This design comes from an exercise in tuning for small area, a short achievable clock period and few clock cycles on the open sky130 flow, not from production work.
The RTL was checked by simulation tests, not by an equivalence proof against the original design.
Power is estimated from default activity; no workload was simulated.

## design/flow/flow/run.sh

```bash
#!/bin/bash
set -euo pipefail
bash standard.sh \
  "BUFFER_PORTS_ARGS=-buffer_cell sky130_fd_sc_hd__buf_1" \
  "CTS_ARGS=-sink_clustering_enable -repair_clock_nets -dont_use_dummy_load -root_buf sky130_fd_sc_hd__clkbuf_16 -buf_list sky130_fd_sc_hd__clkbuf_16 -sink_clustering_size 15 -sink_clustering_max_diameter 80" \
  finish > standard_flow.log 2>&1
```

## design/flow/standard.sh

```bash
#!/bin/bash
# synth_recipe.tcl (not shown) runs the flow's synth.tcl, then flattens the netlist and writes it again
# the make line also repeats each setting of config.mk as NAME=value (left out here)
make -C /OpenROAD-flow-scripts/flow DESIGN_CONFIG=/design/flow/config.mk WORK_HOME=/design/flow/orfs CLKGATE_MAP_FILE= SYNTH_SCRIPT=/design/flow/synth_recipe.tcl "${@:-finish}"
```

## design/flow/config.mk

```make
export PLATFORM = sky130hd
export DESIGN_NAME = kmp_substring_search
export DESIGN_NICKNAME = kmp_substring_search
export VERILOG_FILES = /design/flow/design.v
export SDC_FILE = /design/flow/constraint.sdc
export NUM_CORES = 4
export LEC_CHECK = 0
export CAP_MARGIN = 20
export CORE_MARGIN = 2
export CORE_UTILIZATION = 40
export PLACE_DENSITY = 0.6
export SETUP_SLACK_MARGIN = 3.45
export SLEW_MARGIN = 20
```

## design/flow/design.v

```verilog
`default_nettype none
package kmp_pkg;
    localparam int MAX_PATTERN   = 16;
    localparam int IDX_BITS      = $clog2(MAX_PATTERN);
    localparam int LEN_BITS      = IDX_BITS + 1;
    localparam int POSITION_BITS = 16;
    localparam int MATCH_BITS    = 16;
    localparam int CFG_BITS      = 64;
    localparam int PAT_BITS      = 8 * MAX_PATTERN;
    typedef logic [7:0]          t_byte;
    typedef logic [IDX_BITS-1:0] t_idx;
    typedef logic [LEN_BITS-1:0] t_len;    
    typedef logic [PAT_BITS-1:0] t_pattern;
    typedef enum logic [1:0] {
        CFG_PAT_LOW  = 2'd0,
        CFG_PAT_HIGH = 2'd1,
        CFG_PAT_LEN  = 2'd2
    } t_cfg_idx;
    typedef struct packed {
        logic busy;    
        logic clear;   
    } t_ctrl;
    function automatic t_byte pat_byte(input t_pattern pat, input t_idx k);
        pat_byte = pat[8*k +: 8];
    endfunction
endpackage
`default_nettype wire
`default_nettype none
module kmp_substring_search
(
    input  wire                 i_clk,
    input  wire                 i_rst_n,
    input  wire                 i_cfg_we,
    input  wire [1:0]           i_cfg_index,
    input  wire [63:0]          i_cfg_data,
    input  wire                 i_text_valid,
    input  wire [7:0]           i_text_byte,
    input  wire                 i_text_is_final,
    output wire                 o_text_ready,
    output wire                 o_result_valid,
    output wire                 o_result_found,
    output wire [15:0]          o_result_index,
    input  wire                 i_result_ready
);
    logic [63:0] r_pat_lo;
    logic [63:0] r_pat_hi;
    logic        r_lo_ok;      
    logic        r_hi_ok;      
    logic [4:0]  r_nn;         
    logic        r_clear_d;    
    logic        cfg_hit;
    logic [4:0]  cfg_len;
    logic [4:0]  cfg_nn;
    assign cfg_hit = i_cfg_we && (i_cfg_index != 2'd3);
    assign cfg_len = (i_cfg_data[4] && |i_cfg_data[3:0]) ? 5'd16 : i_cfg_data[4:0];
    always_comb begin
        logic lower;
        lower = 1'b0;
        for (int i = 0; i < 5; i++) begin
            cfg_nn[i] = cfg_len[i] ^ lower;
            lower     = lower | cfg_len[i];
        end
    end
    always_ff @(posedge i_clk) begin
        if (i_cfg_we && i_cfg_index == 2'd0) r_pat_lo <= i_cfg_data;
        if (i_cfg_we && i_cfg_index == 2'd1) r_pat_hi <= i_cfg_data;
    end
    always_ff @(posedge i_clk) begin
        if (!i_rst_n) begin
            r_lo_ok   <= 1'b0;
            r_hi_ok   <= 1'b0;
            r_nn      <= '0;
            r_clear_d <= 1'b0;
        end else begin
            r_clear_d <= cfg_hit;
            if (i_cfg_we && i_cfg_index == 2'd0) r_lo_ok <= 1'b1;
            if (i_cfg_we && i_cfg_index == 2'd1) r_hi_ok <= 1'b1;
            if (i_cfg_we && i_cfg_index == 2'd2) r_nn <= cfg_nn;
        end
    end
    logic [15:0] m_last;
    logic [15:0] m_prev;
    logic        n_zero;
    logic        n_le1;
    always_comb begin
        for (int k = 0; k < 16; k++) begin
            m_last[k] = (r_nn == 5'(32 - (k + 1)));
            m_prev[k] = (r_nn == 5'(32 - (k + 2)));
        end
    end
    assign n_zero = (r_nn == 5'd0);
    assign n_le1  = (r_nn == 5'd0) || (r_nn == 5'd31);
    logic [15:0] q_start;
    logic        q_at_sat;
    always_comb begin
        logic lower;
        lower = 1'b1;
        for (int i = 0; i < 5; i++) begin
            q_start[i] = !n_zero && (r_nn[i] ^ lower);
            lower      = lower & r_nn[i];
        end
    end
    assign q_start[15:5] = {11{!n_le1}};
    logic        r_rdy;
    logic        r_frz;
    logic        r_v1, r_f1;
    logic [7:0]  r_b1;
    logic [15:0] r_d;
    logic        r_v2, r_f2, r_h2;
    logic        r_ans;
    logic [15:0] r_q;
    logic        r_out_valid;
    logic        r_out_found;
    logic [15:0] r_out_index;
    logic [15:0] eq;
    logic        zb;
    logic [15:0] dn;
    logic        hit1;
    assign zb = (r_b1 == 8'd0);
    always_comb begin
        for (int k = 0; k < 8; k++) begin
            eq[k]     = r_lo_ok ? (r_b1 == r_pat_lo[8*k +: 8]) : zb;
            eq[k + 8] = r_hi_ok ? (r_b1 == r_pat_hi[8*k +: 8]) : zb;
        end
    end
    assign dn   = {r_d[14:0], 1'b1} & eq;
    assign hit1 = n_zero || |(dn & m_last);
    logic decide2;
    logic issue;
    logic ans_n;
    assign decide2 = r_v2 && !r_ans && (r_h2 || r_f2);
    assign issue   = !r_frz && decide2;
    assign ans_n   = (!r_frz && r_v2) ? (!r_f2 && (r_ans || r_h2)) : r_ans;
    logic cm1;
    logic maybe_n;
    logic out_valid_n;
    assign cm1         = n_le1 || |(r_d & m_prev);
    assign maybe_n     = r_frz ? decide2 : (r_v1 && !ans_n && (r_f1 || cm1));
    assign out_valid_n = issue || (r_out_valid && !i_result_ready);
    logic [15:0] q_inc;
    logic [15:0] q_carry;
    assign q_at_sat = (&r_q[15:5]) && (r_q[4:0] == r_nn);
    assign q_carry[0] = !q_at_sat;
    for (genvar i = 1; i < 16; i++) begin : g_carry
        assign q_carry[i] = !q_at_sat && (&r_q[i-1:0]);
    end
    assign q_inc = r_q ^ q_carry;
    always_ff @(posedge i_clk) begin
        if (!i_rst_n) begin
            r_rdy       <= 1'b0;
            r_frz       <= 1'b0;
            r_v1        <= 1'b0;
            r_v2        <= 1'b0;
            r_d         <= '0;
            r_ans       <= 1'b0;
            r_out_valid <= 1'b0;
        end else if (cfg_hit) begin
            r_rdy       <= 1'b1;
            r_frz       <= 1'b0;
            r_v1        <= 1'b0;
            r_v2        <= 1'b0;
            r_d         <= '0;
            r_ans       <= 1'b0;
            r_out_valid <= out_valid_n;
        end else begin
            r_frz       <= out_valid_n && maybe_n;
            r_rdy       <= !(out_valid_n && maybe_n);
            r_out_valid <= out_valid_n;
            if (!r_frz) begin
                r_v1 <= i_text_valid && r_rdy;
                r_v2 <= r_v1;
                if (r_v1) r_d <= r_f1 ? 16'd0 : dn;
            end
            r_ans <= ans_n;
        end
    end
    always_ff @(posedge i_clk) begin
        if (!i_rst_n) begin
            r_q <= '0;
        end else if (r_clear_d) begin
            r_q <= q_start;
        end else if (!r_frz && r_v2) begin
            r_q <= r_f2 ? q_start : q_inc;
        end
    end
    always_ff @(posedge i_clk) begin
        if (!r_frz) begin
            r_b1 <= i_text_byte;
            r_f1 <= i_text_is_final;
            r_h2 <= hit1;
            r_f2 <= r_f1;
        end
        if (issue) begin
            r_out_found <= r_h2;
            r_out_index <= r_h2 ? r_q : 16'd0;
        end
    end
    assign o_text_ready   = r_rdy;
    assign o_result_valid = r_out_valid;
    assign o_result_found = r_out_found;
    assign o_result_index = r_out_index;
endmodule
`default_nettype wire
```

## design/flow/constraint.sdc

```tcl
create_clock -name core_clock -period 5.5 [get_ports {i_clk}]
set_input_delay 1.1000 -clock core_clock [delete_from_list [all_inputs] [get_ports {i_clk}]]
set_output_delay 1.1000 -clock core_clock [all_outputs]
set_load 0.01 [all_outputs]
```

==> results of run 1 <==
[through the flow]
stage / power (mW) / cells / instance area, um^2 / hold slack [ps]
2_1_floorplan: 1.97 / 698 / 9130 / 452
3_3_place_gp: 2.06 / 1056 / 9730 / 468
3_5_place_dp: 2.06 / 1056 / 9730 / 472
4_1_cts: 3.10 / 1078 / 10300 / 484
5_1_grt: 3.20 / 1088 / 10600 / 531
6_report: 3.09 / 1088 / 10600 / 488
[cells by family (layout without fill, tap and decap cells)]
| group | Yosys count | in the layout |
|---|---|---|
| muxes | 6 | 6 |
| adders and majority gates | 10 | 10 |
| AOI/OAI and AO/OA | 114 | 114 |
| and+or+nand+nor | 187 | 187 |
| buffers and inverters | 45 | 150 |
| xor gates and xnor gates | 134 | 134 |
| DFF | 202 | 202 |
[Yosys cell counts, types with 2 or more instances]
cell type	instances	area, um^2
sky130_fd_sc_hd__a22oi_1	2	15.0
sky130_fd_sc_hd__nor4_2	2	25.0
sky130_fd_sc_hd__buf_4	13	97.6
sky130_fd_sc_hd__and3_1	4	25.0
sky130_fd_sc_hd__o21a_1	3	22.5
sky130_fd_sc_hd__and2_1	22	138
sky130_fd_sc_hd__a221o_1	2	20.0
sky130_fd_sc_hd__a21oi_1	20	100
sky130_fd_sc_hd__o22ai_1	2	12.5
sky130_fd_sc_hd__nand2b_1	6	37.5
sky130_fd_sc_hd__o221a_2	3	33.8
sky130_fd_sc_hd__nor3_1	2	10.0
sky130_fd_sc_hd__o221a_1	2	22.5
sky130_fd_sc_hd__dfxtp_1	46	921
sky130_fd_sc_hd__and2_4	2	17.5
sky130_fd_sc_hd__nor2_1	39	146
sky130_fd_sc_hd__nand4_1	35	219
sky130_fd_sc_hd__nor2b_1	10	62.6
sky130_fd_sc_hd__nor3b_1	2	15.0
sky130_fd_sc_hd__a311oi_1	3	26.3
sky130_fd_sc_hd__a211oi_1	6	45.0
sky130_fd_sc_hd__buf_6	2	22.5
sky130_fd_sc_hd__nor3_2	6	60.1
sky130_fd_sc_hd__xor2_1	6	52.6
sky130_fd_sc_hd__a32oi_1	20	175
sky130_fd_sc_hd__mux2i_1	6	60.1
sky130_fd_sc_hd__o21ai_1	2	10.0
sky130_fd_sc_hd__a31oi_1	7	43.8
sky130_fd_sc_hd__edfxtp_1	156	4680
sky130_fd_sc_hd__xnor2_1	128	1120
sky130_fd_sc_hd__or2_2	2	12.5
sky130_fd_sc_hd__ha_1	10	125
sky130_fd_sc_hd__inv_1	9	33.8
sky130_fd_sc_hd__and3_2	2	15.0
sky130_fd_sc_hd__clkbuf_1	12	45.0
sky130_fd_sc_hd__buf_1	2	7.51
sky130_fd_sc_hd__o21ai_0	28	140
sky130_fd_sc_hd__buf_2	7	35.0
sky130_fd_sc_hd__nand3b_1	4	30.0
sky130_fd_sc_hd__nand3_1	14	70.1
sky130_fd_sc_hd__nor2_2	3	18.8
sky130_fd_sc_hd__nand2_1	24	90.1
[timing repair]
action                     in CTS  in global routing
pin swaps                       1                 14
gates resized for setup        23                 76
buffers inserted                5                  8
cloned                          0                  2
setup endpoints to repair     178                 49
[flip-flops by register name, summed over array words and instances, names as in the netlist]
register / flops
r_pat_hi: 64
r_pat_lo: 64
r_d: 16
r_out_index: 16
r_q: 16
r_b1: 8
r_nn: 5
r_ans: 1
r_clear_d: 1
r_f1: 1
r_f2: 1
r_frz: 1
r_h2: 1
r_hi_ok: 1
r_lo_ok: 1
r_out_found: 1
r_out_valid: 1
r_rdy: 1
r_v1: 1
r_v2: 1
[worst max path at each step]
stage                            end  depth (start not counted)                         start  slack, ps
2_1_floorplan  r_pat_lo[0]$_DFFE_PP_                          1                      i_cfg_we       2290
3_5_place_dp     r_d[0]$_SDFFE_PP0P_                          4                      i_cfg_we       2660
5_1_grt               r_h2$_DFFE_PN_                          8             r_b1[3]$_DFFE_PN_       3390
3_3_place_gp     r_d[0]$_SDFFE_PP0P_                          4                      i_cfg_we       2680
6_report           o_result_index[3]                          1  r_out_index[3]$_SDFFCE_PN0P_       3430
4_1_cts               r_h2$_DFFE_PN_                          8             r_b1[6]$_DFFE_PN_       3380
[layer usage]
metal  wire length (um)  up-vias  GRT usage [%]
met5                  0        -              0
met4                348        0           3.35
met3                907       27           2.47
met2               9350      159           27.6
met1               9770     2778           24.1
li1                   -     2780              -
[area by class of cell]
cell class / instances / area (um^2)
Clock buffer: 17 / 425
Fill cell: 2022 / 11900
Inverter: 9 / 37.5
Multi-Input combinational cell: 451 / 3430
Sequential cell: 202 / 5630
Tap cell: 285 / 357
Timing Repair Buffer: 124 / 686
[report_power, final]
part / switching, mW / internal [mW] / total, mW
Sequential: 0.0459 / 1.71 / 1.76
Combinational: 0.162 / 0.135 / 0.297
Clock: 0.488 / 0.546 / 1.03
Total: 0.695 / 2.39 / 3.09
==> impl.org, run 1 <==
** Clock network
- In this run the clock root is driven by a sky130_fd_sc_hd__clkbuf_16.
- Number of buffers added by the clock tree synthesis step :: 17
- TritonCTS sink count :: 202
- TritonCTS built the clock tree.
- Hold repair after CTS inserted 0 buffers.
- The clock passes through at most 3 buffers.
- The clock reaches the later pin of the worst-skew pair after 480 ps.
- In this run the number of H-tree levels came out at 1.
- Clock-pin slew on the worst setup and hold paths :: 70 ps

** Synth
- For this run, the number of Yosys warnings is 2.
- After Yosys synthesis, XOR and XNOR cells account for 13.0% of the synthesized area.
- Most frequently used flop master after synthesis :: sky130_fd_sc_hd__edfxtp_1
- The synthesized netlist occupies a cell area of 0.00906 mm^2.
- Number of enable-type register cells in the synthesized netlist :: 156
- Dominant combinational cell family by area after synthesis :: XOR/XNOR gates
- Count of unique library cells instantiated by Yosys :: 64
- Share of cell area taken by muxes after synthesis :: 0.663%
- Simple-Gate Fraction of Synth Area :: 11.7%
- Mean instance size in the synthesized netlist :: 13.0 um^2
- After synthesis the netlist holds a flip-flop and latch count of 202.
- In the synthesized netlist the async set-or-reset flop fraction comes to 0%.
- After technology mapping, the gate count stands at 698.
- Sequential cell area fraction in the yosys report :: 61.9%
- Synth Area in Adders :: 1.38%
- The synthesized netlist devotes 8.77% of its cell area to compound gates.
- The number of nets in the synthesized netlist is 788.

** Timing
- Worst Max-Slew Pin Slew :: 695 ps
- Unrepaired setup endpoints after global routing :: true
- Setup violations, final :: 0
- Setup slack of the critical path after layout :: 3430 ps
- The final number of max-transition violations is 0.
- Max Freq :: 484 MHz
- After layout, the worst path uses 37.6% of the clock period.
- Clk_skew :: 22.1 ps
- The hold violation count in the final report is 0.
- Minimum period implied by the final worst setup slack :: 2070 ps
- Sum of negative setup slack :: 0 ps
- Measured against its own limit, the worst slew margin works out to 53.6%.

** Placement
- After legalization and detailed placement, the total HPWL measured 13.2 mm.
- Routability Congestion :: 0.869
- Worst-case setup slack after placement :: 2660 ps
- Count of buffers from port buffering :: 98

** Pwr
- The worst-case IR drop observed on VDD is 0.221 mV.
- For this design the ratio of total power to cell area is 292 mW/mm^2.
- In this run the static leakage power is 3.31 nW.

** Setup path
- Cells along the critical path :: clkbuf_2
- In this design, the stage delay of the slowest critical-path cell is 370 ps.
- Reg2reg end :: r_d[2]$_SDFFE_PP0P_
- The worst register-to-register path begins at r_b1[3]$_DFFE_PN_.
- Count of cells along the worst register-to-register path :: 6
- Slowest-stage cell, CP :: sky130_fd_sc_hd__edfxtp_1
- Crit path max-delay family :: flip-flops
- Together, buffers and inverters on the worst path number 1.
- Data required time of the worst path :: 4400 ps
- Maximum fanout count along the critical path :: 1
- Nature of the critical path startpoint :: register
- The worst register-to-register path has a setup slack of 3510 ps.
- At the worst endpoint, the arrival time is 970 ps.
- The critical path is of the reg2out type.
- Kind of end point of the critical path :: primary output

** Die
- The floorplan has 55 rows.
- Area of the placeable core :: 0.0224 mm^2
- For this design the top-level I/O count stands at 99.
- Floorplan die area :: 0.0239 mm^2
- The die is 154 um wide.
- From bottom edge to top edge, the die measures 154 um.
- Once the floorplan was initialized, standard cells occupied 40.4% of the core.

** Drt
- The first detailed-routing pass ran for 5 iterations.
- Final routed wire length divided by cell count :: 18.7 um
- Wirelength, routed :: 20.4 mm
- Post-route DRC violation count :: 0
- The routed layout has 5,744 vias.
- Via/cell ratio :: 5.28
- Violation count after the first detailed-routing iteration :: 301
- Once detail routing completed, the nets flagged for antenna violations numbered 0.

** Global route
- Via count of the first global-routing pass :: 5,563
- For this run, the total global-route usage over all layers was measured as 16.9%.
- Initial antenna violation count :: 0
- Leftover overflow at the end of global routing :: 0
- Maximum number of pins on one net before global-route repair :: 66
- The first global-routing pass estimated 31.7 mm of wire.

** Worst hold path
- Hold Path Cell Cnt :: 2
- The min-delay analysis places its worst path in the category reg2reg.
- The startpoint identified for the worst hold timing path is r_v2$_SDFFE_PP0N_.
- For hold timing, the worst endpoint is r_v2$_SDFFE_PP0N_.

** Cells and area
- After the last flow step, the layout net total stands at 895.
- Final core utilization :: 47.1%
- Most used cells in the layout excluding fill and tap cells :: sky130_fd_sc_hd__edfxtp_1, sky130_fd_sc_hd__xnor2_1, sky130_fd_sc_hd__buf_1
- Antenna diodes :: 0
- Of the cells placed in the final design, the portion with a size suffix greater than 1 is 16.1%.
- Leaving out fill and tap cells, the most frequent cell in the layout is sky130_fd_sc_hd__edfxtp_1.
- Compared with the post-synthesis result, the final layout area differs by 16.6%.

** Job
- The tool flagged a number of max-cap violations equal to 0.

** Run status
- The run finished with no timing, DRC or antenna violations.
Testbench counts, summed over its fixed seeds: cycles 19,925.
==> run 2: changes to the inputs <==
--- a/design/flow/config.mk
+++ b/design/flow/config.mk
@@ -9,5 +9,5 @@
 export CORE_MARGIN = 2
 export CORE_UTILIZATION = 40
 export PLACE_DENSITY = 0.6
-export SETUP_SLACK_MARGIN = 3.45
+export SETUP_SLACK_MARGIN = 3.6
 export SLEW_MARGIN = 20
==> run 2 against run 1 <==
  * Critical path type unchanged
  * Maximum frequency is 0.76% lower
  * Die area unchanged
  * Design area grew 3.2%
  * Largest cell class unchanged
  * Still clean
  * Worst hold slack lost 4.5 ps
  * Sequential share of layout area shrank 1.6 points
  * Final cell count grew 1.7%
==> impl.org, run 2 <==
** Cells and area
- Final std cells w/o fill :: 1,107
- The filler cells instantiated in the layout total 1,974.
- Most common cell after layout, fill and taps aside :: sky130_fd_sc_hd__edfxtp_1
- Biggest regs :: r_pat_hi (64), r_pat_lo (64)
- Share of final-layout standard cells stronger than drive strength 1 :: 20.6%
- In the final design database the tool counted 914 nets.
- In the layout the commonest cells are sky130_fd_sc_hd__edfxtp_1, sky130_fd_sc_hd__xnor2_1, sky130_fd_sc_hd__buf_1.
- Antenna diodes :: 0
- Synthesis-to-layout area growth :: 20.4%

** Timing
- Clk_skew :: 22.2 ps
- Once routing completed, OpenROAD measured the worst setup slack at 3420 ps.
- Setup violations remaining at the end of the flow were counted as 0.
- Final-layout worst hold slack :: 484 ps
- After layout, the minimum clock period comes to 2080 ps.
- The final number of max-transition violations came to 0.
- For the pin with the worst max-slew slack, the measured transition is 599 ps.
- Max Freq :: 480 MHz
- In this run the tightest slew margin relative to its limit is 59.9%.
- Sum of negative setup slack :: 0 ps
- Number of hold-slack violations in the final timing report :: 0
- The worst path uses 37.9% of the clock period.
- Unrepaired setup endpoints after global routing :: true

** Setup path
- Nature of the critical path startpoint :: register
- Buffering stage count on the worst path with inverters included :: 1
- Kind of end point of the critical path :: primary output
- Cells along the critical path :: clkbuf_2
- On the worst path, the slowest cell contributes a delay of 380 ps.
- Maximum fanout count along the critical path :: 1
- On the critical path, the stage with the largest delay is an instance of sky130_fd_sc_hd__edfxtp_1.
- Worst EP arrival :: 980 ps
- Crit path max-delay family :: flip-flops
- By startpoint and endpoint, the worst setup path is classified as reg2out.
- Slack of the worst reg-to-reg path :: 3470 ps
- Data required time of the worst path :: 4400 ps

** Synth
- Synth Area in Adders :: 1.38%
- Sequential cells were found to cover 61.9% of the synthesized design area.
- Dominant combinational cell family by area after synthesis :: XOR/XNOR gates
- Summing the areas of all compound-gate instances in the mapped netlist gives 8.77% of the synthesized area.
- Mapped cell area :: 0.00906 mm^2
- Of the total synthesized cell area, the portion taken by XOR and XNOR cells is 13.0%.
- Cell type contributing the most total cell area after synthesis :: sky130_fd_sc_hd__edfxtp_1
- Most frequently used flop master after synthesis :: sky130_fd_sc_hd__edfxtp_1
- Ranking of synthesized cells by instance count :: sky130_fd_sc_hd__edfxtp_1, sky130_fd_sc_hd__xnor2_1, sky130_fd_sc_hd__dfxtp_1, sky130_fd_sc_hd__nor2_1, sky130_fd_sc_hd__nand4_1
- Of the post-synthesis cell area, the dominant cell type holds 51.7%.
- Of the total synthesized cell area, the portion taken by AND, OR, NAND and NOR gates is 11.7%.
- Averaged over all synthesized cells, the footprint is 13.0 um^2.
- The netlist uses 64 different library cells.
- The portion of synthesized area spent on multiplexers is 0.663%.
- Async set or reset register ratio after synthesis :: 0%
- Number of storage elements in the synthesis netlist :: 202
- Net Count, Synth :: 788
- Top cells by area, synth :: sky130_fd_sc_hd__edfxtp_1, sky130_fd_sc_hd__xnor2_1, sky130_fd_sc_hd__dfxtp_1
- Cells after synthesis :: 698
- Number of enable-type register cells in the synthesized netlist :: 156
- For this run, the number of Yosys warnings is 2.
- Yosys instantiated no cell more often than sky130_fd_sc_hd__edfxtp_1.

** Drt
- Violation count after the first detailed-routing iteration :: 397
- Via Count :: 5,859
- After detailed routing, the number of vias per cell comes to 5.29.
- Post-route DRC violation count :: 0
- The pre-antenna-repair detailed-routing pass consisted of 5 iterations.
- Final routed wire length divided by cell count :: 18.9 um
- DRT antenna net count :: 0
- For this block, the routed nets add up to 20.9 mm of wire.

** Job
- Max Cap Viol :: 0

** Global route
- Maximum number of pins on one net before global-route repair :: 66
- First-pass GRT wire length :: 31.9 mm
- Gr usage total :: 17.1%
- Leftover overflow at the end of global routing :: 0
- Initial antenna violation count :: 0
- The number of global-route vias before repair came to 5,609.

** Worst hold path
- The path class of the tightest hold or removal check is reg2reg.

** Clock network
- Clock-pin slew on the worst setup and hold paths :: 70 ps
- The clock net in this run drives a total of 202 sinks.
- Root buffer cell :: sky130_fd_sc_hd__clkbuf_16
- Clock latency on the worst-skew pair, taken at its later pin, is 480 ps.
- Deepest level of the CTS H-tree :: 1
- TritonCTS clock tree :: yes
- Number of buffers added by the clock tree synthesis step :: 17
- Counting along the longest clock path gives a buffer depth of 3.

** Placement
- At the placement stage, the worst setup path has a slack of 2820 ps.
- At the end of routability-driven placement, the weighted congestion stood at 0.893.
- Cell count after placement :: 1,058
- Once detailed placement completed, the half-perimeter wirelength came to 13.3 mm.
- Port buffering added 98 buffers.

** Run status
- Result of the run :: complete, no violations

** Die
- Count of boundary I/O pins :: 99
- The initial utilization of the core area, before any placement, comes to 40.4%.
- The core region is 0.0224 mm^2.
- The die covers 0.0239 mm^2.
- Die width :: 154 um
- Die extent in y :: 154 um
- In this run the core area contains 55 standard-cell rows.

** Pwr
- Power density of the placed cells :: 285 mW/mm^2
- After layout, the design draws a total of 3.11 mW.
- P_leak :: 3.42 nW
- IR analysis of the VDD net gives a maximum drop of 0.196 mV.
==> run 2: cell counts after synthesis <==
Identical to the previous run, type by type.
==> run 2: where the power goes <==
group	internal (mW)	switching [mW]
clock network	0.547	0.490
registers	1.71	0.0455
logic	0.147	0.171
==> run 2: timing repair <==
action | in CTS | in global routing
endpoints found under the hold margin | 0 | 0
gates resized for setup | 54 | 80
cloned | 0 | 1
setup buffers | 10 | 21
setup endpoints to repair | 187 | 97
pin swaps | 9 | 29
hold buffers | 0 | 0
==> run 2: layout make-up <==
class                   instances  area [um^2]  area share [%]
flip-flops and latches        202         5640            51.7
multi-input cells             452         3590            32.9
repair buffers                142          856            7.85
clock buffers                  17          425            3.90
well taps                     285          357            3.27
inverters                       9         45.0           0.413
==> run 2: through the flow <==
stage                     util (%)  area (um^2)
after floorplan                  -         9140
after global placement        43.5         9750
after detailed placement      43.5         9750
after CTS                     46.6        10500
after global routing          48.6        10900
final                         48.6        10900
==> run 2: layer usage <==
metal | wire [um] | GRT usage [%] | part of all wire, % | vias to the layer above
met5 | 0 | 0 | 0 | -
met4 | 500 | 4.85 | 2.4 | 0
met3 | 985 | 2.24 | 4.7 | 31
met2 | 9540 | 27.4 | 46 | 200
met1 | 9880 | 24.5 | 47 | 2812
li1 | - | - | - | 2816
==> run 2: final timing paths <==
kind                            startpoint                  to  cells after the start
max          r_out_index[15]$_SDFFCE_PN0P_  o_result_index[15]                      1
min                      r_v2$_SDFFE_PP0N_   r_v2$_SDFFE_PP0N_                      2
max reg2reg              r_b1[4]$_DFFE_PN_      r_h2$_DFFE_PN_                      8
min reg2reg              r_v2$_SDFFE_PP0N_   r_v2$_SDFFE_PP0N_                      2
==> run 2: cell families (layout without fill, tap and decap cells) <==
| group | Yosys count | count (layout) |
|---|---|---|
| buf+inv | 45 | 168 |
| xor+xnor | 134 | 134 |
| simple gates | 187 | 188 |
| flops | 202 | 202 |
| compound gates | 114 | 114 |
| mux | 6 | 6 |
| fa+ha+maj | 10 | 10 |
==> run 3: changes to the inputs <==
--- a/design/flow/config.mk
+++ b/design/flow/config.mk
@@ -9,5 +9,5 @@
 export CORE_MARGIN = 2
 export CORE_UTILIZATION = 40
 export PLACE_DENSITY = 0.6
-export SETUP_SLACK_MARGIN = 3.6
+export SETUP_SLACK_MARGIN = 3.55
 export SLEW_MARGIN = 20
==> run 3 against run 2 <==
  * Critical path type is now reg2reg
  * Routed wire length fell by 0.16%
  * Design area about the same
  * Sequential power hardly changed
  * Final cell count rose by 1.1%
  * Combinational power about the same
  * Worst hold slack is essentially flat
  * Utilization about the same
  * Non-clock buffer count is 13 higher
  * Area after synthesis is the same
  * Sequential share of layout area about the same
  * Clock skew grew 16 ps
  * First-iteration DRC count decreased by 7.1%
==> impl.org, run 3 <==
** Timing
- Part of the cycle the worst path needs :: 38.4%
- Setup violations remaining at the end of the flow were counted as 0.
- Final-layout worst hold slack :: 483 ps
- On the final layout, the worst clock skew is 38.0 ps.
- Worst Max-Slew Pin Slew :: 735 ps
- Headroom to the max-slew limit came out at 51.0%.
- Number of hold-slack violations in the final timing report :: 0
- Minimum period implied by the final worst setup slack :: 2110 ps
- Max Transition Viols Final :: 0
- Setup repair after global routing could not meet its margin everywhere.
- Static timing analysis puts the maximum clock frequency at 473 MHz.
- Setup total negative slack on the finished layout was measured at 0 ps.

** Placement
- In this run the tool buffered the top-level ports with 98 buffer cells.
- Cell count after placement :: 1,057
- Routability Congestion :: 0.880
- Detailed placement ended at an HPWL of 13.3 mm.

** Global route
- In this run the most used layer during global routing was met2.
- Global routing used 16.7% of the available tracks across all layers.
- Initial antenna violation count :: 0
- For met2 alone, demand over resource in global routing was 25.9%.
- Entering global routing, the biggest net connects 66 pins.
- The first global-routing pass estimated 31.3 mm of wire.
- Via count of the first global-routing pass :: 5,613
- Summed over all layers, the global routing overflow is 0.
- Global routing used 24.1% of the available met1 tracks.
- Met3 usage in global routing :: 2.63%

** Pwr
- For this design the total switching power over the nets is 0.703 mW.
- Largest voltage drop on the vdd net :: 0.216 mV
- Overall power :: 3.11 mW
- Relative contribution of sequential cells to total power :: 56.4%
- Fraction of power consumed by the clock network :: 33.3%
- Power spread over the standard cell area amounts to 285 mW/mm^2.
- Net switching is 22.6% of the power.
- In this run, the combinational gates consume 10.3% of the power.
- Internal :: 2.41 mW
- P_leak :: 3.48 nW

** Cells and area
- The number of antenna diodes in the final layout is 0.
- Final core utilization :: 48.6%
- The library cell used most frequently in the layout, excluding fill and tap cells, is sky130_fd_sc_hd__edfxtp_1.
- The area growth from synthesis to layout is 20.3%.
- Share of final-layout standard cells stronger than drive strength 1 :: 20.5%
- The largest registers in the layout are r_pat_hi (64), r_pat_lo (64).
- The net count of the finished layout is 926.
- Filler instances :: 2,002
- Most used cells in the layout excluding fill and tap cells :: sky130_fd_sc_hd__edfxtp_1, sky130_fd_sc_hd__xnor2_1, sky130_fd_sc_hd__buf_1
- Excluding fillers, the count of instances in the completed layout stands at 1,119.

** Job
- Across the run, the number of max-cap violations was 0.

** Synth
- Total of warnings raised by yosys :: 2
- Mapped cell area :: 0.00906 mm^2
- Averaged over all synthesized cells, the footprint is 13.0 um^2.
- Post-Synth XOR/XNOR Area :: 13.0%
- Share of cell area taken by muxes after synthesis :: 0.663%
- The synthesized netlist devotes 8.77% of its cell area to compound gates.
- Dominant combinational cell family by area after synthesis :: XOR/XNOR gates
- Number of storage elements in the synthesis netlist :: 202
- Sequential cell area fraction in the yosys report :: 61.9%
- Yosys attributes the largest share of cell area to sky130_fd_sc_hd__edfxtp_1, sky130_fd_sc_hd__xnor2_1, sky130_fd_sc_hd__dfxtp_1.
- The synthesized netlist contains 64 unique library cells.
- The number of nets in the synthesized netlist is 788.
- After technology mapping, the gate count stands at 698.
- Cell type contributing the most total cell area after synthesis :: sky130_fd_sc_hd__edfxtp_1
- In the synthesized netlist the async set-or-reset flop fraction comes to 0%.
- The most used flip-flop cell after synthesis is sky130_fd_sc_hd__edfxtp_1.
- Among all cell types in the netlist, the one instantiated most often is sky130_fd_sc_hd__edfxtp_1.
- Number of enable-type register cells in the synthesized netlist :: 156
- The synthesized netlist devotes 11.7% of its cell area to simple gates.
- Of the total synthesized cell area, the portion taken by full adders, half adders and majority gates is 1.38%.
- Area share of the largest cell type after synthesis :: 51.7%
- By count the netlist is led by sky130_fd_sc_hd__edfxtp_1, sky130_fd_sc_hd__xnor2_1, sky130_fd_sc_hd__dfxtp_1, sky130_fd_sc_hd__nor2_1, sky130_fd_sc_hd__nand4_1.

** Die
- Die extent in y :: 154 um
- Number of rows created at floorplan :: 55
- The die covers 0.0239 mm^2.
- The initial utilization of the core area, before any placement, comes to 40.4%.
- Count of boundary I/O pins :: 99
- The total area inside the core boundary comes to 0.0224 mm^2.
- Die width :: 154 um

** Setup path
- The worst setup path is launched from a register.
- Kind of end point of the critical path :: register
- Cells along the critical path :: buf_12 -> buf_4 -> xnor2_1 -> nand4_1 -> o21ai_0 -> nand2_1 -> o32ai_1 -> a211oi_2 -> o21ai_1
- Worst EP arrival :: 2420 ps
- Maximum fanout count along the critical path :: 6
- Data required time of the worst path :: 5810 ps
- On the worst path, the slowest cell contributes a delay of 470 ps.
- The setup path with the least slack is of type reg2reg.
- Slowest-stage cell, CP :: sky130_fd_sc_hd__o21ai_0

** Clock network
- Clock latency (worst-skew pair) :: 490 ps
- Clock-pin slew on the worst setup and hold paths :: 70 ps
- Buffers inserted during clock tree synthesis total 17.
- CTS saw 202 sinks.
- TritonCTS built the clock tree.
- The tree is rooted in a sky130_fd_sc_hd__clkbuf_16.
- No sink is reached through more buffers than the 3 on the longest clock path.
- Hold-fix buffers, CTS :: 0
- CTS built an H-tree with a depth of 1.

** Drt
- Detailed routing inserted a total of 5,935 vias.
- After detailed routing, the average wire length per cell comes to 18.7 um.
- Violation count after the first detailed-routing iteration :: 369
- After detailed routing, the number of vias per cell comes to 5.30.
- Wirelength, routed :: 20.9 mm
- Post-route DRC violation count :: 0
- The detail route stage leaves a number of antenna-violating nets equal to 0.
- The first detailed-routing pass ran for 5 iterations.

** Run status
- Result of the run :: complete, no violations

** Worst hold path
- Worst min-delay path class :: reg2reg
[run 3: logic make-up after synthesis]
family / Yosys count
mux: 6
simple gates: 187
compound gates: 114
fa+ha+maj: 10
xor+xnor: 134
buf+inv: 45
flops: 202
[run 3: final timing paths]
check                           cells past startpoint  slack, ps                end         startpoint
worst max register to register                      9       3390     r_h2$_DFFE_PN_  r_b1[6]$_DFFE_PN_
worst min register to register                      2        480  r_v2$_SDFFE_PP0N_  r_v2$_SDFFE_PP0N_
worst min-delay path                                2        480  r_v2$_SDFFE_PP0N_  r_v2$_SDFFE_PP0N_
worst max-delay path                                9       3390     r_h2$_DFFE_PN_  r_b1[6]$_DFFE_PN_
[run 3: layer usage]
metal | vias to the layer above | wire length, um
li1 | 2841 | -
met1 | 2851 | 9560
met2 | 196 | 9380
met3 | 47 | 1280
met4 | 0 | 663
met5 | - | 0
[run 3: cell type report]
type                    instances  area [um^2]  share of cell area (%)
flip-flops and latches        202         5640                    51.7
multi-input cells             451         3490                    32.0
repair buffers                155          943                    8.66
clock buffers                  17          425                    3.90
well taps                     285          357                    3.27
inverters                       9         45.0                   0.413
[run 3: power groups by stage]
stage / registers [mW] / logic [mW] / clock network (mW)
3_3_place_gp: 1.79 / 0.266 / 0
2_1_floorplan: 1.77 / 0.197 / 0
5_1_grt: 1.76 / 0.350 / 1.11
4_1_cts: 1.76 / 0.285 / 1.06
3_5_place_dp: 1.79 / 0.267 / 0
6_report: 1.75 / 0.320 / 1.04
[run 3: timing repair]
action                                  4_1_cts  5_1_grt
resized for setup                            33       91
setup buffers                                 6       39
endpoints found under the setup margin      187       96
pin swaps                                     5       35
[run 3: metrics by stage]
step	cell area, um^2	setup slack, ps
2_1_floorplan	9130	2290
3_3_place_gp	9730	2850
3_5_place_dp	9730	2820
4_1_cts	10300	3390
5_1_grt	10900	3290
6_report	10900	3390
[run 3: worst max-delay path: cells and delay by family (launching register included)]
kind / cells / cell delay [ps]
flops: 1 / 430
simple gates: 2 / 250
xor+xnor: 1 / 150
compound gates: 4 / 840
buf+inv: 2 / 300
==> run 4: changes to the inputs <==
--- a/design/flow/config.mk
+++ b/design/flow/config.mk
@@ -7,7 +7,7 @@
 export LEC_CHECK = 0
 export CAP_MARGIN = 20
 export CORE_MARGIN = 2
-export CORE_UTILIZATION = 40
-export PLACE_DENSITY = 0.6
-export SETUP_SLACK_MARGIN = 3.55
+export CORE_UTILIZATION = 50
+export PLACE_DENSITY = 0.65
+export SETUP_SLACK_MARGIN = 3.45
 export SLEW_MARGIN = 20
==> run 4 against run 3 <==
  * Register-to-register slack better by 50 ps
  * Clock-buffer cell count unchanged
  * First-iteration DRC count down 12%
  * Clock power barely moved
  * Power shrank 0.21%
  * Critical path depth is 8 lower
  * Setup slack improved by 53 ps
  * Largest cell class unchanged
  * Non-clock buffer count fell by 14
  * Design area decreased by 2.2%
  * Flip-flop and latch count unchanged
  * Still clean on timing, DRC and antenna
  * Utilization rose by 11 points
==> impl.org, run 4 <==
** Cells and area
- 0 antenna diodes ended up in the layout.
- Of the cells placed in the final design, the portion with a size suffix greater than 1 is 17.5%.
- In the final layout, the registers with the most flip-flops are r_pat_hi (64), r_pat_lo (64).
- Net count, final :: 913
- Most used cells in the layout excluding fill and tap cells :: sky130_fd_sc_hd__edfxtp_1, sky130_fd_sc_hd__xnor2_1, sky130_fd_sc_hd__buf_1
- The library cell used most frequently in the layout, excluding fill and tap cells, is sky130_fd_sc_hd__edfxtp_1.
- Compared with the post-synthesis result, the final layout area differs by 17.7%.
- Summing all multi-input logic gate instances after layout gives 0.00340 mm^2.
- Filler instances :: 1,427
- Seq. cell area :: 0.00563 mm^2

** Setup path
- Walking the worst path, the cells encountered are clkbuf_2.
- Buffering stage count on the worst path with inverters included :: 1
- Slack of the worst reg-to-reg path :: 3440 ps
- Count of cells along the worst register-to-register path :: 9
- Kind of end point of the critical path :: primary output
- Delay of the slowest cell on the worst path :: 370 ps
- Data on the critical path is required at its endpoint by 4400 ps.
- In this run the number of cells on the critical path is 1.
- The largest individual stage delay along the critical path comes from the cell sky130_fd_sc_hd__edfxtp_1.
- Data on the critical path arrives at its endpoint at 960 ps.
- By startpoint and endpoint, the worst setup path is classified as reg2out.
- The worst setup path is launched from a register.
- Maximum fanout count along the critical path :: 1
- Crit path max-delay family :: flip-flops

** Clock network
- Number of buffers added by the clock tree synthesis step :: 17
- TritonCTS sink count :: 202
- After clock tree synthesis, the clock-pin slew on the worst setup and hold paths is 60 ps.
- Root buffer cell :: sky130_fd_sc_hd__clkbuf_16
- Clock latency (worst-skew pair) :: 480 ps
- The number of hold buffers added after CTS was 0.
- TritonCTS clock tree :: yes
- In this run the deepest clock path goes through 3 buffers.
- Deepest level of the CTS H-tree :: 1

** Timing
- Part of the cycle the worst path needs :: 37.5%
- Max Transition Viols Final :: 0
- At the pin with the least slew margin, the transition time is 658 ps.
- Number of hold-slack violations in the final timing report :: 0
- Setup violations, final :: 0
- Subtracting the final worst setup slack from the clock period gives 2060 ps.
- Setup slack of the critical path after layout :: 3440 ps
- After routing, the total negative slack on setup checks comes to 0 ps.
- In this run the tightest slew margin relative to its limit is 56.1%.
- For the final database, setup skew stands at 27.7 ps.
- Static timing analysis puts the maximum clock frequency at 485 MHz.
- Unrepaired setup endpoints after global routing :: true

** Synth
- Synthesis inferred 202 register bits.
- Sequential cell area fraction in the yosys report :: 61.9%
- Most frequently used flop master after synthesis :: sky130_fd_sc_hd__edfxtp_1
- Summed over its instances, the top area cell type makes up 51.7% of the synthesized netlist area.
- Of all cell types, the one taking the most synthesized area is sky130_fd_sc_hd__edfxtp_1.
- Number of enable-type register cells in the synthesized netlist :: 156
- After synthesis the cells add up to 0.00906 mm^2.
- Ranking of synthesized cells by instance count :: sky130_fd_sc_hd__edfxtp_1, sky130_fd_sc_hd__xnor2_1, sky130_fd_sc_hd__dfxtp_1, sky130_fd_sc_hd__nor2_1, sky130_fd_sc_hd__nand4_1
- Async set or reset register ratio after synthesis :: 0%
- In this run, distinct cell masters in the synthesized netlist total 64.
- During synthesis, Yosys emitted a total of 2 warnings.
- Synthesis produced a netlist whose cell count is 698.
- Net Count, Synth :: 788
- Mean instance size in the synthesized netlist :: 13.0 um^2
- Sorting the synthesized cells by area gives the leading types as sky130_fd_sc_hd__edfxtp_1, sky130_fd_sc_hd__xnor2_1, sky130_fd_sc_hd__dfxtp_1.
- Most frequent cell after synthesis :: sky130_fd_sc_hd__edfxtp_1

** Global route
- For this run the aggregate overflow at the end of global routing stands at 0.
- The number of antenna violations at the first check in global routing was 0.
- The number of global-route vias before repair came to 6,059.
- Global routing used 21.1% of the available tracks across all layers.
- The first global-routing pass estimated 32.4 mm of wire.
- Maximum number of pins on one net before global-route repair :: 66

** Die
- Starting Density :: 50.8%
- Count of boundary I/O pins :: 99
- The floorplan step defined a die boundary enclosing 0.0192 mm^2.
- In this run the horizontal extent of the chip is 139 um.
- Die extent in y :: 139 um
- Number of rows created at floorplan :: 49
- Area of the placeable core :: 0.0178 mm^2

** Pwr
- Largest voltage drop on the vdd net :: 0.230 mV
- Power density of the placed cells :: 291 mW/mm^2
- In this run the static leakage power is 3.42 nW.

** Placement
- The HPWL after detailed placement is 13.0 mm.
- Worst-case setup slack after placement :: 2620 ps
- Routability Congestion :: 0.903
- Port buffering added 98 buffers.

** Drt
- DRT antenna net count :: 0
- First drt pass iteration count :: 4
- Violation count after the first detailed-routing iteration :: 326
- Via Count :: 5,917
- Via/cell ratio :: 5.64
- Final routed wire length divided by cell count :: 19.5 um
- Wirelength, routed :: 20.5 mm
- Post-route DRC violation count :: 0

** Worst hold path
- Worst min-delay path class :: reg2reg
- Hold Path Cell Cnt :: 2

** Job
- Max Cap Viol :: 0

** Run status
- The flow ran to the end and the layout has no timing, DRC or antenna violations.
[run 4: kinds of logic (layout without fill, tap and decap cells)]
logic type,Yosys count,count (layout),share of synthesized area [%]
flip-flops,202,202,61.9
AND/OR/NAND/NOR,187,188,11.7
AO/OA/AOI/OAI,114,114,8.77
buffers and inverters,45,167,2.67
adder cells (fa/ha/maj),10,10,1.38
XOR/XNOR,134,134,13.0
multiplexers,6,6,0.663
[run 4: layer usage]
layer / up-vias / wire (um) / global-route usage (%) / part of all wire, %
met1: 2920 / 8860 / 27.5 / 43
li1: 2815 / - / - / -
met3: 35 / 912 / 3.31 / 4.5
met5: - / 0 / 0 / 0
met2: 147 / 10100 / 36.7 / 50
met4: 0 / 552 / 6.07 / 2.7
[run 4: timing repair]
| action | CTS | global route |
|---|---|---|
| setup buffers | 32 | 8 |
| pin swaps | 2 | 12 |
| endpoints found under the setup margin | 179 | 149 |
| gates resized for setup | 25 | 57 |
| gates cloned | 1 | 0 |
[run 4: per-stage QoR]
stage	cells	hold slack [ps]	utilization, %	instance area (um^2)	total power, mW
6_report	1050	501	59.7	10700	3.10
5_1_grt	1050	536	59.7	10700	3.22
4_1_cts	1042	498	58.7	10500	3.12
3_5_place_dp	992	484	53.8	9600	2.05
3_3_place_gp	992	463	53.8	9600	2.04
2_1_floorplan	698	452	-	9130	1.97
[run 4: where the power goes]
group | leakage (nW) | total (mW) | switching, mW | internal [mW]
logic | 1.39 | 0.313 | 0.165 | 0.148
registers | 1.82 | 1.76 | 0.0448 | 1.71
clock network | 0.209 | 1.04 | 0.489 | 0.546
[run 4: area by class of cell]
class / instances / area share (%)
tap: 229 / 2.69
multi-input combinational: 452 / 31.9
timing repair buffer: 141 / 8.24
inverter: 9 / 0.352
clock buffer: 17 / 3.99
sequential: 202 / 52.8
[run 4: path summary, 6_finish.rpt]
check,start,endpoint
max,r_out_index[3]$_SDFFCE_PN0P_,o_result_index[3]
min,r_v2$_SDFFE_PP0N_,r_v2$_SDFFE_PP0N_
max reg2reg,r_b1[3]$_DFFE_PN_,r_h2$_DFFE_PN_
min reg2reg,r_v2$_SDFFE_PP0N_,r_v2$_SDFFE_PP0N_
==> run 5: changes to the inputs <==
==> design/flow/flow/run.sh (replaced) <==
#!/bin/bash
set -euo pipefail
bash standard.sh \
  "BUFFER_PORTS_ARGS=-buffer_cell sky130_fd_sc_hd__buf_1" \
  "CTS_ARGS=-sink_clustering_enable -repair_clock_nets -dont_use_dummy_load -root_buf sky130_fd_sc_hd__clkbuf_16 -buf_list sky130_fd_sc_hd__clkbuf_8 -sink_clustering_size 12 -sink_clustering_max_diameter 60" \
  finish > standard_flow.log 2>&1
--- a/design/flow/config.mk
+++ b/design/flow/config.mk
@@ -7,7 +7,7 @@
 export LEC_CHECK = 0
 export CAP_MARGIN = 20
 export CORE_MARGIN = 2
-export CORE_UTILIZATION = 50
-export PLACE_DENSITY = 0.65
+export CORE_UTILIZATION = 40
+export PLACE_DENSITY = 0.6
 export SETUP_SLACK_MARGIN = 3.45
 export SLEW_MARGIN = 20
==> run 5 against run 4 <==
  * Combinational power fell by 4%
  * Design area fell by 1.7%
  * Area after synthesis did not move
  * Critical path depth did not move
  * First-iteration DRC count rose by 16%
  * Critical path type unchanged
  * Largest cell class unchanged
==> impl.org, run 5 <==
** Pwr
- Net Sw Power :: 0.675 mW
- Largest voltage drop on the vdd net :: 0.195 mV
- P_leak :: 3.28 nW
- Per report_power, the clock group accounts for 29.5% of the total.
- For this design the ratio of total power to cell area is 278 mW/mm^2.
- The internal portion of the total power is 2.24 mW.
- Combinational logic burns 10.3% of the power.
- In this run switching power makes up 23.2% of total power.
- In this run, flip-flops and latches consume 60.2% of the power.
- Summing internal, switching and leakage power gives 2.91 mW.

** Setup path
- Of all nets on the critical path, the largest fanout is 1.
- Nature of the critical path startpoint :: register
- Measured in cells, the most critical reg-to-reg path has a length of 6.
- The critical path in this run is classified as reg2out.
- The signal on the critical path passes through clkbuf_2.
- Kind of end point of the critical path :: primary output
- In this run the register-to-register setup slack is 3480 ps.
- The most critical setup path has its endpoint at o_result_index[11].
- Worst EP arrival :: 950 ps
- Delay of the slowest cell on the worst path :: 370 ps
- Reg-to-reg startpoint :: r_b1[3]$_DFFE_PN_
- Number of cells on the critical path :: 1
- Reg2reg end :: r_d[2]$_SDFFE_PP0P_
- The critical path starts at r_out_index[11]$_SDFFCE_PN0P_.
- Data on the critical path is required at its endpoint by 4400 ps.
- Crit path max-delay family :: flip-flops
- The largest individual stage delay along the critical path comes from the cell sky130_fd_sc_hd__edfxtp_1.
- Together, buffers and inverters on the worst path number 1.

** Synth
- Counting flops with a built-in enable in the synthesized netlist gives 156.
- Cells after synthesis :: 698
- Sequential cells were found to cover 61.9% of the synthesized design area.
- For this run, the leading register cell type out of synthesis is sky130_fd_sc_hd__edfxtp_1.
- Mean instance size in the synthesized netlist :: 13.0 um^2
- Total of warnings raised by yosys :: 2
- Sorting the synthesized cells by area gives the leading types as sky130_fd_sc_hd__edfxtp_1, sky130_fd_sc_hd__xnor2_1, sky130_fd_sc_hd__dfxtp_1.
- Ranking of synthesized cells by instance count :: sky130_fd_sc_hd__edfxtp_1, sky130_fd_sc_hd__xnor2_1, sky130_fd_sc_hd__dfxtp_1, sky130_fd_sc_hd__nor2_1, sky130_fd_sc_hd__nand4_1
- Net Count, Synth :: 788
- The mapped netlist covers 0.00906 mm^2.
- Counting flops with an async set or reset pin after synthesis yields a share of 0%.
- Summed over its instances, the top area cell type makes up 51.7% of the synthesized netlist area.
- Among all cell types in the netlist, the one instantiated most often is sky130_fd_sc_hd__edfxtp_1.
- After synthesis, the netlist uses 64 different library cells.
- The largest total area in the synthesized netlist belongs to sky130_fd_sc_hd__edfxtp_1.
- Synthesis inferred 202 register bits.

** Cells and area
- The sequential cells in the finished layout cover a total of 0.00563 mm^2.
- Most common cell after layout, fill and taps aside :: sky130_fd_sc_hd__edfxtp_1
- Area taken by multi-input logic gates :: 0.00341 mm^2
- The post-route netlist has 16.4% of its cells at a drive strength greater than 1.
- Most used cells in the layout excluding fill and tap cells :: sky130_fd_sc_hd__edfxtp_1, sky130_fd_sc_hd__xnor2_1, sky130_fd_sc_hd__buf_1
- Net count, final :: 902
- 0 antenna diodes ended up in the layout.
- After filler insertion, the fill cell instance count of the layout stands at 2,036.
- Synthesis-to-layout area growth :: 15.7%
- Biggest regs :: r_pat_hi (64), r_pat_lo (64)

** Job
- Max Cap Viol :: 0

** Timing
- Setup violations remaining at the end of the flow were counted as 0.
- The hold violation count in the final report was 0.
- Worst rel slew slack :: 53.3%
- Of the available clock period, the critical path in the final layout requires 37.3%.
- Setup repair after global routing could not meet its margin everywhere.
- Sum of negative setup slack :: 0 ps
- Minimum period implied by the final worst setup slack :: 2050 ps
- Between clock sinks in the finished design, the worst skew comes to 36.8 ps.
- Max Transition Viols Final :: 0
- Worst Max-Slew Pin Slew :: 700 ps
- Timing would allow up to 487 MHz.

** Clock network
- Number of buffers added by the clock tree synthesis step :: 21
- Counting along the longest clock path gives a buffer depth of 3.
- Root buffer cell :: sky130_fd_sc_hd__clkbuf_16
- TritonCTS built the clock tree.
- Clock latency (worst-skew pair) :: 470 ps
- Clock-pin slew on the worst setup and hold paths :: 80 ps
- Deepest level of the CTS H-tree :: 1
- TritonCTS sink count :: 202

** Drt
- In the routed layout, each cell is associated on average with a via count of 5.27.
- Once detail routing completed, the nets flagged for antenna violations numbered 0.
- For this block, the via count after detailed routing is 5,775.
- Violation count after the first detailed-routing iteration :: 379
- Wirelength, routed :: 20.4 mm
- Final routed wire length divided by cell count :: 18.7 um
- First drt pass iteration count :: 5
- Post-route DRC violation count :: 0

** Die
- Die extent in y :: 154 um
- The die is 154 um wide.
- Number of rows created at floorplan :: 55
- Count of boundary I/O pins :: 99
- For this configuration, the core starts out at a cell density of 40.4%.
- The floorplan step defined a die boundary enclosing 0.0239 mm^2.
- Area of the placeable core :: 0.0224 mm^2

** Placement
- Routability-driven placement finished with a final weighted congestion of 0.869.
- HPWL after detailed placement :: 13.2 mm
- Count of buffers from port buffering :: 98

** Global route
- The number of global-route vias before repair is 5,595.
- Entering global routing, the biggest net connects 66 pins.
- Global routing finished with a remaining overflow of 0.
- Gr usage total :: 16.9%
- The number of antenna violations at the first check in global routing was 0.
- The first global-routing pass estimated 31.7 mm of wire.

** Worst hold path
- Hold Path Cell Cnt :: 2
- Worst min-delay path class :: reg2reg

** Run status
- The run finished with no timing, DRC or antenna violations.
==> run 5: what timing repair did <==
action | CTS | global route
gates cloned | 0 | 2
hold buffers | 0 | 0
pin swaps | 1 | 16
setup buffers | 5 | 11
resized for setup | 23 | 72
setup endpoints to repair | 179 | 51
hold endpoints to repair | 0 | 0
==> run 5: cell families (layout without fill, tap and decap cells) <==
| logic type | Yosys count | count (layout) | share of synthesized area [%] |
|---|---|---|---|
| adders and majority gates | 10 | 10 | 1.38 |
| muxes | 6 | 6 | 0.663 |
| AOI/OAI and AO/OA | 114 | 114 | 8.77 |
| buffers and inverters | 45 | 157 | 2.67 |
| xor gates and xnor gates | 134 | 134 | 13.0 |
| DFF | 202 | 202 | 61.9 |
| and+or+nand+nor | 187 | 187 | 11.7 |
==> run 5: metrics by stage <==
stage	setup slack [ps]	instance area [um^2]	util (%)	std cells	hold slack, ps
2_1_floorplan	2290	9130	-	698	452
3_3_place_gp	2680	9730	43.4	1056	468
3_5_place_dp	2660	9730	43.4	1056	472
4_1_cts	3390	10200	45.3	1082	486
5_1_grt	3380	10500	46.7	1095	532
6_report	3450	10500	46.7	1095	488
==> run 5: final cells by class <==
| class | count | share of cell area, % |
|---|---|---|
| timing repair buffer | 127 | 6.92 |
| inverter | 9 | 0.358 |
| clock buffer | 21 | 3.08 |
| sequential | 202 | 53.7 |
| multi-input combinational | 451 | 32.5 |
| tap | 285 | 3.40 |
==> run 5: worst min path at each step <==
stage | start | end | slack, ps
6_report | r_v2$_SDFFE_PP0N_ | r_v2$_SDFFE_PP0N_ | 490
3_5_place_dp | r_v2$_SDFFE_PP0N_ | r_v2$_SDFFE_PP0N_ | 470
3_3_place_gp | r_v2$_SDFFE_PP0N_ | r_v2$_SDFFE_PP0N_ | 470
4_1_cts | r_v2$_SDFFE_PP0N_ | r_v2$_SDFFE_PP0N_ | 490
5_1_grt | r_q[8]$_SDFFE_PN0P_ | r_q[8]$_SDFFE_PN0P_ | 530
2_1_floorplan | r_v1$_SDFFE_PP0N_ | r_v1$_SDFFE_PP0N_ | 450
==> run 5: power by group through the flow <==
| stage | Sequential, mW | Combinational (mW) | Clock (mW) |
|---|---|---|---|
| 2_1_floorplan | 1.77 | 0.197 | 0 |
| 3_3_place_gp | 1.80 | 0.260 | 0 |
| 3_5_place_dp | 1.80 | 0.261 | 0 |
| 4_1_cts | 1.76 | 0.277 | 0.897 |
| 5_1_grt | 1.76 | 0.330 | 0.944 |
| 6_report | 1.75 | 0.300 | 0.857 |
==> run 5: routing by layer <==
| metal | vias to the layer above | track usage [%] | part of all wire, % | wire, um |
|---|---|---|---|---|
| met5 | - | 0 | 0 | 0 |
| met4 | 0 | 4.32 | 2.5 | 512 |
| met3 | 38 | 2.83 | 5.2 | 1070 |
| met2 | 174 | 27.3 | 45 | 9170 |
| met1 | 2773 | 23.9 | 47 | 9690 |
| li1 | 2790 | - | - | - |
==> run 5: worst min-delay path, delay by kind of cell, from the launching register on <==
family             cells  cell delay, ps
DFF                    1             330
and+or+nand+nor        1              60
AOI/OAI and AO/OA      1              50
==> run 6: changes to the inputs <==
==> design/flow/flow/run.sh (replaced) <==
#!/bin/bash
set -euo pipefail
bash standard.sh \
  "BUFFER_PORTS_ARGS=-buffer_cell sky130_fd_sc_hd__buf_1" \
  "CTS_ARGS=-sink_clustering_enable -repair_clock_nets -dont_use_dummy_load -root_buf sky130_fd_sc_hd__clkbuf_16 -buf_list sky130_fd_sc_hd__clkbuf_8 -sink_clustering_size 18 -sink_clustering_max_diameter 90" \
  finish > standard_flow.log 2>&1
==> run 6 against run 5 <==
  * Still clean on timing, DRC and antenna
  * Power down 4.1%
  * Die area did not move
  * Synthesized cell count unchanged
  * Sequential share of layout area is 0.65 points higher
  * Combinational power shrank 2%
  * First-iteration DRC count increased by 23%
  * Utilization fell by 0.55 points
  * Flip-flop and latch count is the same
  * Clock power fell by 13%
  * Clock skew up 5.5 ps
  * Largest cell class unchanged
  * Largest power group unchanged
  * Highest routed layer unchanged
==> impl.org, run 6 <==
** Timing
- Part of the cycle the worst path needs :: 37.8%
- Max Freq :: 481 MHz
- Across all setup checks in the final design, the least slack found is 3420 ps.
- Sum of negative setup slack :: 0 ps
- Max Transition Viols Final :: 0
- The hold violation count in the final report came to 0.
- Final-layout worst hold slack :: 493 ps
- In this run the tightest slew margin relative to its limit is 55.3%.
- For the pin with the worst max-slew slack, the measured transition is 669 ps.
- On the final layout, the worst clock skew is 42.4 ps.
- Setup violations remaining at the end of the flow were counted as 0.
- After layout, the minimum clock period comes to 2080 ps.
- Unrepaired setup endpoints after global routing :: true

** Clock network
- TritonCTS clock tree :: yes
- Clock buffer depth :: 3
- At the later pin of the worst-skew pair, clock insertion delay measures 470 ps.
- CTS built an H-tree with a depth of 1.
- Number of buffers added by the clock tree synthesis step :: 15
- TritonCTS sink count :: 202
- The number of hold buffers added after CTS was 0.
- Clock-pin slew was measured on the worst setup and hold paths at 110 ps.
- Root buffer cell :: sky130_fd_sc_hd__clkbuf_16

** Global route
- The number of global-route vias before repair is 5,539.
- Gr usage total :: 16.9%
- Leftover overflow at the end of global routing :: 0
- Initial antenna violation count :: 0
- First-pass GRT wire length :: 31.7 mm
- Entering global routing, the biggest net connects 66 pins.

** Setup path
- The critical path goes through clkbuf_2.
- The critical path is of the reg2out type.
- Data on the critical path arrives at its endpoint at 980 ps.
- Delay of the slowest cell on the worst path :: 390 ps
- Slowest-stage cell, CP :: sky130_fd_sc_hd__edfxtp_1
- Crit path max-delay family :: flip-flops
- Data required time of the worst path :: 4400 ps
- In this run the worst path has a maximum fanout of 1.
- The worst setup path is captured at a primary output.
- Buffering stage count on the worst path with inverters included :: 1
- Nature of the critical path startpoint :: register

** Cells and area
- The finished layout holds 1,087 standard cells, fillers aside.
- Leaving out fill and tap cells, the most frequent cell in the layout is sky130_fd_sc_hd__edfxtp_1.
- The area growth from synthesis to layout is 14.4%.
- Biggest regs :: r_pat_hi (64), r_pat_lo (64)
- For this run, the post-layout net count is 894.
- In the layout the commonest cells are sky130_fd_sc_hd__edfxtp_1, sky130_fd_sc_hd__xnor2_1, sky130_fd_sc_hd__buf_1.
- Filler instances :: 2,033
- In the final layout, the share of cells above drive strength 1 is 15.3%.
- The number of antenna diodes in the final layout is 0.

** Pwr
- The worst-case IR drop observed on VDD is 0.188 mV.
- The clock network accounts for 26.7% of the total power.
- The share of total power dissipated in sequential elements is 62.7%.
- P_leak :: 3.23 nW
- Net Sw Power :: 0.655 mW
- Internal :: 2.14 mW
- Of the total power, the share spent switching nets is 23.5%.
- In this run the power density over the cells is 270 mW/mm^2.
- Combinational cell fraction of total power :: 10.5%

** Die
- Number of rows created at floorplan :: 55
- Starting Density :: 40.4%
- Count of boundary I/O pins :: 99
- Die width :: 154 um
- After floorplanning, the core was sized to cover 0.0224 mm^2.
- Die extent in y :: 154 um
- The floorplan step defined a die boundary enclosing 0.0239 mm^2.

** Synth
- Yosys mapped the design onto 64 distinct sky130hd cell types.
- Cell type contributing the most total cell area after synthesis :: sky130_fd_sc_hd__edfxtp_1
- By area the synthesized netlist is led by sky130_fd_sc_hd__edfxtp_1, sky130_fd_sc_hd__xnor2_1, sky130_fd_sc_hd__dfxtp_1.
- Total of warnings raised by yosys :: 2
- Most frequently used flop master after synthesis :: sky130_fd_sc_hd__edfxtp_1
- For this run, the register share of the synthesized area comes to 61.9%.
- Mapped cell area :: 0.00906 mm^2
- In this run, synthesis produced a sequential element count of 202.
- Area share of the largest cell type after synthesis :: 51.7%
- In the post-synthesis netlist, the cell with the most instances is sky130_fd_sc_hd__edfxtp_1.
- Number of enable-type register cells in the synthesized netlist :: 156
- Async set or reset register ratio after synthesis :: 0%
- Net Count, Synth :: 788
- By count the netlist is led by sky130_fd_sc_hd__edfxtp_1, sky130_fd_sc_hd__xnor2_1, sky130_fd_sc_hd__dfxtp_1, sky130_fd_sc_hd__nor2_1, sky130_fd_sc_hd__nand4_1.
- Averaged over all synthesized cells, the footprint is 13.0 um^2.
- In the synthesized netlist, the number of instances is 698.

** Run status
- Result of the run :: complete, no violations

** Placement
- Count of buffers from port buffering :: 98
- HPWL after detailed placement :: 13.2 mm
- Routability Congestion :: 0.869
- After detailed placement, the design holds a cell count of 1,056.
- Before CTS, the worst setup slack after placement is 2660 ps.

** Drt
- In the final routed layout, each cell accounts on average for 18.7 um.
- Post-route DRC violation count :: 0
- For this run, the detailed router's first-pass iteration total came to 6.
- The detailed router placed 5,739 vias in this run.
- Via/cell ratio :: 5.28
- The first routing iteration left 466 violations.
- DRT antenna net count :: 0
- For this block, the routed nets add up to 20.3 mm of wire.

** Worst hold path
- The tightest min-delay check is of the reg2reg type.

** Job
- Max Cap Viol :: 0
## run 6: cell counts after synthesis
Identical to the previous run, type by type.
## run 6: stage by stage
| stage | total power [mW] | instance area (um^2) | utilization (%) |
|---|---|---|---|
| 2_1_floorplan | 1.97 | 9130 | - |
| 3_3_place_gp | 2.06 | 9730 | 43.4 |
| 3_5_place_dp | 2.06 | 9730 | 43.4 |
| 4_1_cts | 2.82 | 10100 | 45.0 |
| 5_1_grt | 2.91 | 10400 | 46.2 |
| 6_report | 2.79 | 10400 | 46.2 |
## run 6: timing repair
action,in CTS,in global routing
cloned,0,2
setup endpoints to repair,178,55
pin swaps,1,10
buffers inserted,6,8
resized for setup,25,65
## run 6: area by class of cell
class / instances / area (um^2) / area share (%)
multi-input cells: 451 / 3380 / 32.7
well taps: 285 / 357 / 3.44
clock buffers: 15 / 240 / 2.32
inverters: 9 / 37.5 / 0.362
flip-flops and latches: 202 / 5630 / 54.4
repair buffers: 125 / 706 / 6.81
## run 6: power by group through the flow
stage	clock [mW]	combinational [mW]	sequential [mW]
after floorplan	0	0.197	1.77
after global placement	0	0.260	1.80
after detailed placement	0	0.261	1.80
after CTS	0.784	0.278	1.75
after global routing	0.828	0.324	1.76
final	0.746	0.294	1.75
## run 6: kinds of logic after synthesis
| group | count (synthesis) | synth area share (%) |
|---|---|---|
| muxes | 6 | 0.663 |
| xor gates and xnor gates | 134 | 13.0 |
| DFF | 202 | 61.9 |
| AOI/OAI and AO/OA | 114 | 8.77 |
| and+or+nand+nor | 187 | 11.7 |
| buffers and inverters | 45 | 2.67 |
| adders and majority gates | 10 | 1.38 |
## run 6: path summary, 6_finish.rpt
kind                                                    from                end  slack [ps]  cells past startpoint
worst max-delay path            r_out_index[3]$_SDFFCE_PN0P_  o_result_index[3]        3420                      1
worst min-delay path                       r_v2$_SDFFE_PP0N_  r_v2$_SDFFE_PP0N_         490                      2
worst max register to register             r_b1[6]$_DFFE_PN_     r_h2$_DFFE_PN_        3460                     10
worst min register to register             r_v2$_SDFFE_PP0N_  r_v2$_SDFFE_PP0N_         490                      2
## run 6: metal layers
metal  GRT usage (%)  up-vias  wire length (um)
li1                -     2768                 -
met1            24.4     2767              9750
met2            27.3      177              9240
met3            2.30       27               966
met4            3.57        0               389
met5               0        -                 0

re-timing with driven ports:
The flow's constraints put no driver on any port. The routed layouts listed below were extracted and timed again, unchanged, in two steps.
Step 1 sets driving cells, clkbuf_16 on the clock port and buf_2 on the other inputs (assumed; they add their load-dependent delay and slew).
Step 2 moves the port delays by t, midway between the first and last clock arrival at a register: inputs arrive t later, outputs are due t later. That takes back most of the time a late clock gives input paths.
Slacks: no drivers / after step 1 / after step 2; pairs: no drivers / after step 1.
| run | t, ns | setup slack, ns | hold WS [ns] | worst setup path at the end | slew at the worst register clock pin (ns) |
|---|---|---|---|---|---|
| run 1 | 0.511 | 3.433 / 3.388 / 3.046 | 0.488 / 0.488 / 0.488 | input to register | 0.07 / 0.07 |
| run 2 | 0.514 | 3.417 / 3.371 / 3.161 | 0.484 / 0.484 / 0.484 | input to register | 0.07 / 0.07 |
| run 3 | 0.516 | 3.387 / 3.386 / 3.141 | 0.483 / 0.483 / 0.483 | input to register | 0.07 / 0.07 |
| run 4 | 0.510 | 3.440 / 3.396 / 2.982 | 0.501 / 0.501 / 0.501 | input to register | 0.07 / 0.07 |
| run 5 | 0.499 | 3.446 / 3.401 / 3.066 | 0.488 / 0.488 / 0.488 | input to register | 0.08 / 0.08 |
| run 6 | 0.494 | 3.420 / 3.375 / 3.068 | 0.493 / 0.493 / 0.493 | input to register | 0.11 / 0.11 |
After both steps every run listed still meets setup and hold. The setup slack of run 4, which loses most, moves by -0.044 ns with the drivers and by -0.458 ns with both steps.
